From an optimization exercise on the open Yosys and OpenROAD flow, aimed at small area; shortcuts taken in it are not production practice.
Function was checked by simulation only, so behaviour that the tests miss may differ from the original.
Power figures rest on the tool's default switching activity, not on a simulated workload.

==> inputs of exp/indigo <==
// addr_filter
module addr_filter (
  input logic    clk
 ,input logic    rst
 ,input logic [80:0] igr_aw
 ,input logic    igr_aw_valid
 ,output logic    igr_aw_ready
 ,input logic [36:0] igr_w
 ,input logic    igr_w_valid
 ,output logic    igr_w_ready
 ,output logic [5:0]  igr_b
 ,output logic    igr_b_valid
 ,input logic    igr_b_ready
 ,input logic [80:0] igr_ar
 ,input logic    igr_ar_valid
 ,output logic    igr_ar_ready
 ,output logic [80:0] dp_aw
 ,output logic    dp_aw_valid
 ,input logic    dp_aw_ready
 ,output logic [36:0] dp_w
 ,output logic    dp_w_valid
 ,input logic    dp_w_ready
 ,input logic [5:0]  dp_b
 ,input logic    dp_b_valid
 ,output logic    dp_b_ready
 ,output logic [80:0] dp_ar
 ,output logic    dp_ar_valid
 ,input logic    dp_ar_ready
 ,output logic [80:0] msi_aw
 ,output logic    msi_aw_valid
 ,input logic    msi_aw_ready
 ,output logic [36:0] msi_w
 ,output logic    msi_w_valid
 ,input logic    msi_w_ready
 ,input logic [5:0]  msi_b
 ,input logic    msi_b_valid
 ,output logic    msi_b_ready
 ,output logic [80:0] msi_ar
 ,output logic    msi_ar_valid
 ,input logic    msi_ar_ready
);
  logic [addr_filter_pkg::CAX_W-1:0] egr_aw;
  logic [addr_filter_pkg::W_W-1:0]   egr_w;
  logic [addr_filter_pkg::CAX_W-1:0] egr_ar;
  assign dp_aw  = addr_filter_pkg::expand_dp(egr_aw);
  assign msi_aw = addr_filter_pkg::expand_msi(egr_aw);
  assign dp_w   = egr_w;
  assign msi_w  = egr_w;
  assign dp_ar  = addr_filter_pkg::expand_dp(egr_ar);
  assign msi_ar = addr_filter_pkg::expand_msi(egr_ar);
  wr_router u_wr_router (
    .clk          (clk),
    .rst          (rst),
    .igr_aw       (igr_aw),
    .igr_aw_valid (igr_aw_valid),
    .igr_aw_ready (igr_aw_ready),
    .igr_w        (igr_w),
    .igr_w_valid  (igr_w_valid),
    .igr_w_ready  (igr_w_ready),
    .egr_aw       (egr_aw),
  ...
==> module axi_fifo, before the edit <==
module axi_fifo #(
  parameter int  WIDTH   = 1,
  parameter int  LIMIT   = 12,
  parameter int  ENTRIES = LIMIT + 1
) (
  input  logic     clk
 ,input  logic     rst
 ,input  logic [WIDTH-1:0] push_data
 ,input  logic     push_valid
 ,output  logic     push_ready
 ,output  logic [WIDTH-1:0] pop_data
 ,output  logic     empty
 ,input  logic     pop
);
  localparam int CW = $clog2(ENTRIES + 1);
  logic [WIDTH-1:0] mem [1:ENTRIES];
  logic [CW-1:0]    count;
  logic             do_push;
  assign do_push  = push_valid & push_ready;
  assign empty    = (count == '0);
  assign pop_data = mem[count];
  always_ff @(posedge clk) begin
    if (do_push) begin
      mem[1] <= push_data;
      for (int i = 2; i <= ENTRIES; i++) begin
        mem[i] <= mem[i-1];
      end
    end
  end
  always_ff @(posedge clk) begin
    if (rst) begin
      count      <= '0;
      push_ready <= 1'b0;
    end else begin
      push_ready <= (count < LIMIT);
      case ({do_push, pop})
        2'b10:   count <= count + 1'b1;
        2'b01:   count <= count - 1'b1;
        default: count <= count;
      endcase
    end
  end
endmodule
clock: 8.0 ns
lec_check: 0
cap_margin: 20
core_margin: 2
core_utilization: 40
slew_margin: 20
run.sh (not shown) runs the stock make flow with config.mk's settings and CLKGATE_MAP_FILE= SYNTH_SCRIPT=/design/flow/synth_recipe.tcl, a recipe that flattens the netlist after the stock synthesis.
==> exp/ember (differences from exp/indigo) <==
--- a/flow/design.v
+++ b/flow/design.v
@@ -59,11 +59,15 @@
  ,input  logic     pop
 );
-  localparam int CW = $clog2(ENTRIES + 1);
   logic [WIDTH-1:0] mem [1:ENTRIES];
-  logic [CW-1:0]    count;
+  logic [ENTRIES:0] lvl;
   logic             do_push;
   assign do_push  = push_valid & push_ready;
-  assign empty    = (count == '0);
-  assign pop_data = mem[count];
+  assign empty    = lvl[0];
+  always_comb begin
+    pop_data = '0;
+    for (int i = 1; i <= ENTRIES; i++) begin
+      pop_data = pop_data | ({WIDTH{lvl[i]}} & mem[i]);
+    end
+  end
   always_ff @(posedge clk) begin
     if (do_push) begin
@@ -76,12 +80,12 @@
   always_ff @(posedge clk) begin
     if (rst) begin
-      count      <= '0;
+      lvl        <= {{ENTRIES{1'b0}}, 1'b1};
       push_ready <= 1'b0;
     end else begin
-      push_ready <= (count < LIMIT);
+      push_ready <= ~|lvl[ENTRIES:LIMIT];
       case ({do_push, pop})
-        2'b10:   count <= count + 1'b1;
-        2'b01:   count <= count - 1'b1;
-        default: count <= count;
+        2'b10:   lvl <= {lvl[ENTRIES-1:0], 1'b0};
+        2'b01:   lvl <= {1'b0, lvl[ENTRIES:1]};
+        default: lvl <= lvl;
       endcase
     end
==> flow/flow/run.sh (new file) <==
#!/bin/bash
# The standard layout (standard.sh) with two changes to how it is built:
# - port buffers use the smallest buffer cell instead of the delay cell
#   buffer_ports picks by default (every port still gets its own buffer)
# - the clock tree uses clkbuf_8 leaf buffers for clusters of up to 16 flip-flops,
#   with no dummy loads
# The whole make output goes to standard.log in this folder; each step's own log
# is under orfs/logs/.
set -euo pipefail
CTS="-sink_clustering_enable -repair_clock_nets -dont_use_dummy_load"
CTS="$CTS -buf_list sky130_fd_sc_hd__clkbuf_8"
CTS="$CTS -sink_clustering_size 16 -sink_clustering_max_diameter 70"
bash standard.sh \
  "BUFFER_PORTS_ARGS=-buffer_cell sky130_fd_sc_hd__buf_1" \
  "CTS_ARGS=$CTS" \
  finish > standard.log 2>&1
==> flow/standard.sh (new file) <==
#!/bin/bash
# synth_recipe.tcl (not shown) runs the flow's synth.tcl, then flattens the netlist and writes it again
# the make line also repeats each setting of config.mk as NAME=value (left out here)
make -C /OpenROAD-flow-scripts/flow DESIGN_CONFIG=/design/flow/config.mk WORK_HOME=/design/flow/orfs CLKGATE_MAP_FILE= SYNTH_SCRIPT=/design/flow/synth_recipe.tcl "${@:-finish}"
CORE_UTILIZATION = 65   (was 40)
PLACE_DENSITY = 0.75   (was unset)
removed: flow/run.sh
==> exp/fjord (differences from exp/indigo) <==
--- a/flow/design.v
+++ b/flow/design.v
@@ -59,11 +59,15 @@
  ,input  logic     pop
 );
-  localparam int CW = $clog2(ENTRIES + 1);
   logic [WIDTH-1:0] mem [1:ENTRIES];
-  logic [CW-1:0]    count;
+  logic [ENTRIES:0] lvl;
   logic             do_push;
   assign do_push  = push_valid & push_ready;
-  assign empty    = (count == '0);
-  assign pop_data = mem[count];
+  assign empty    = lvl[0];
+  always_comb begin
+    pop_data = '0;
+    for (int i = 1; i <= ENTRIES; i++) begin
+      pop_data = pop_data | ({WIDTH{lvl[i]}} & mem[i]);
+    end
+  end
   always_ff @(posedge clk) begin
     if (do_push) begin
@@ -76,12 +80,12 @@
   always_ff @(posedge clk) begin
     if (rst) begin
-      count      <= '0;
+      lvl        <= {{ENTRIES{1'b0}}, 1'b1};
       push_ready <= 1'b0;
     end else begin
-      push_ready <= (count < LIMIT);
+      push_ready <= ~|lvl[ENTRIES:LIMIT];
       case ({do_push, pop})
-        2'b10:   count <= count + 1'b1;
-        2'b01:   count <= count - 1'b1;
-        default: count <= count;
+        2'b10:   lvl <= {lvl[ENTRIES-1:0], 1'b0};
+        2'b01:   lvl <= {1'b0, lvl[ENTRIES:1]};
+        default: lvl <= lvl;
       endcase
     end
==> flow/flow/run.sh (new file) <==
#!/bin/bash
# The standard layout, with the port buffers made from the smallest buffer cell
# instead of the delay cell buffer_ports picks by default, and with non-critical
# cells downsized after global routing
set -euo pipefail
bash standard.sh "BUFFER_PORTS_ARGS=-buffer_cell sky130_fd_sc_hd__buf_1" "RECOVER_POWER=100" finish > standard.log 2>&1
==> flow/standard.sh (new file) <==
#!/bin/bash
# synth_recipe.tcl (not shown) runs the flow's synth.tcl, then flattens the netlist and writes it again
# the make line also repeats each setting of config.mk as NAME=value (left out here)
make -C /OpenROAD-flow-scripts/flow DESIGN_CONFIG=/design/flow/config.mk WORK_HOME=/design/flow/orfs CLKGATE_MAP_FILE= SYNTH_SCRIPT=/design/flow/synth_recipe.tcl "${@:-finish}"
CORE_UTILIZATION = 65   (was 40)
CTS_BUF_LIST = sky130_fd_sc_hd__clkbuf_16   (was unset)
CTS_CLUSTER_DIAMETER = 60   (was unset)
CTS_CLUSTER_SIZE = 30   (was unset)
PLACE_DENSITY = 0.75   (was unset)
removed: flow/run.sh
==> run summary <==
exp/indigo completed without violations. exp/ember finished clean. exp/fjord completed and failed the layout checks on capacitance limit, slew limit.
The lowest wire length belongs to exp/ember, the highest to exp/indigo.
Between exp/indigo and exp/ember, the lower core utilization is in exp/indigo (gap 22 points).
Against exp/ember, the sequential power of exp/indigo is higher by about 0.8%.
In exp/indigo the non-clock buffer count is higher than in exp/fjord, by 20.
Cell area: exp/ember < exp/fjord < exp/indigo.
In critical path depth, exp/ember and exp/indigo do not differ.
Against exp/ember, the sequential cell count of exp/indigo is lower by 32.
Die area is the same in exp/fjord and exp/ember.

## what the ideal ports hide
How much do the figures lean on ideal ports? The routed layouts below were timed once more, with nothing changed but the port constraints.
Step 1: set_driving_cell puts a clkbuf_16 on clk and a buf_2 on each other input, an assumption about the parent block.
Step 2 times the ports against the registers' clock, not the clock port: input delays grow and output delays shrink by t, the midpoint of the rising clock arrivals with the driver on.
Three values: no drivers, after step 1, after step 2; two values: the first two.
run	t, ns	slack for setup (ns)	worst hold slack (ns)	worst setup path after step 2
exp/indigo	0.859	1.855 / 1.776 / 2.635	0.425 / 0.425 / 0.425	register to output
exp/ember	0.821	3.124 / 3.058 / 3.879	0.415 / 0.415 / 0.415	register to output
exp/fjord	0.752	1.786 / 1.721 / 1.304	0.438 / 0.438 / 0.438	input to register
For exp/fjord, which loses most, drivers alone change the setup slack by -0.065 ns; drivers and shift together by -0.482 ns.
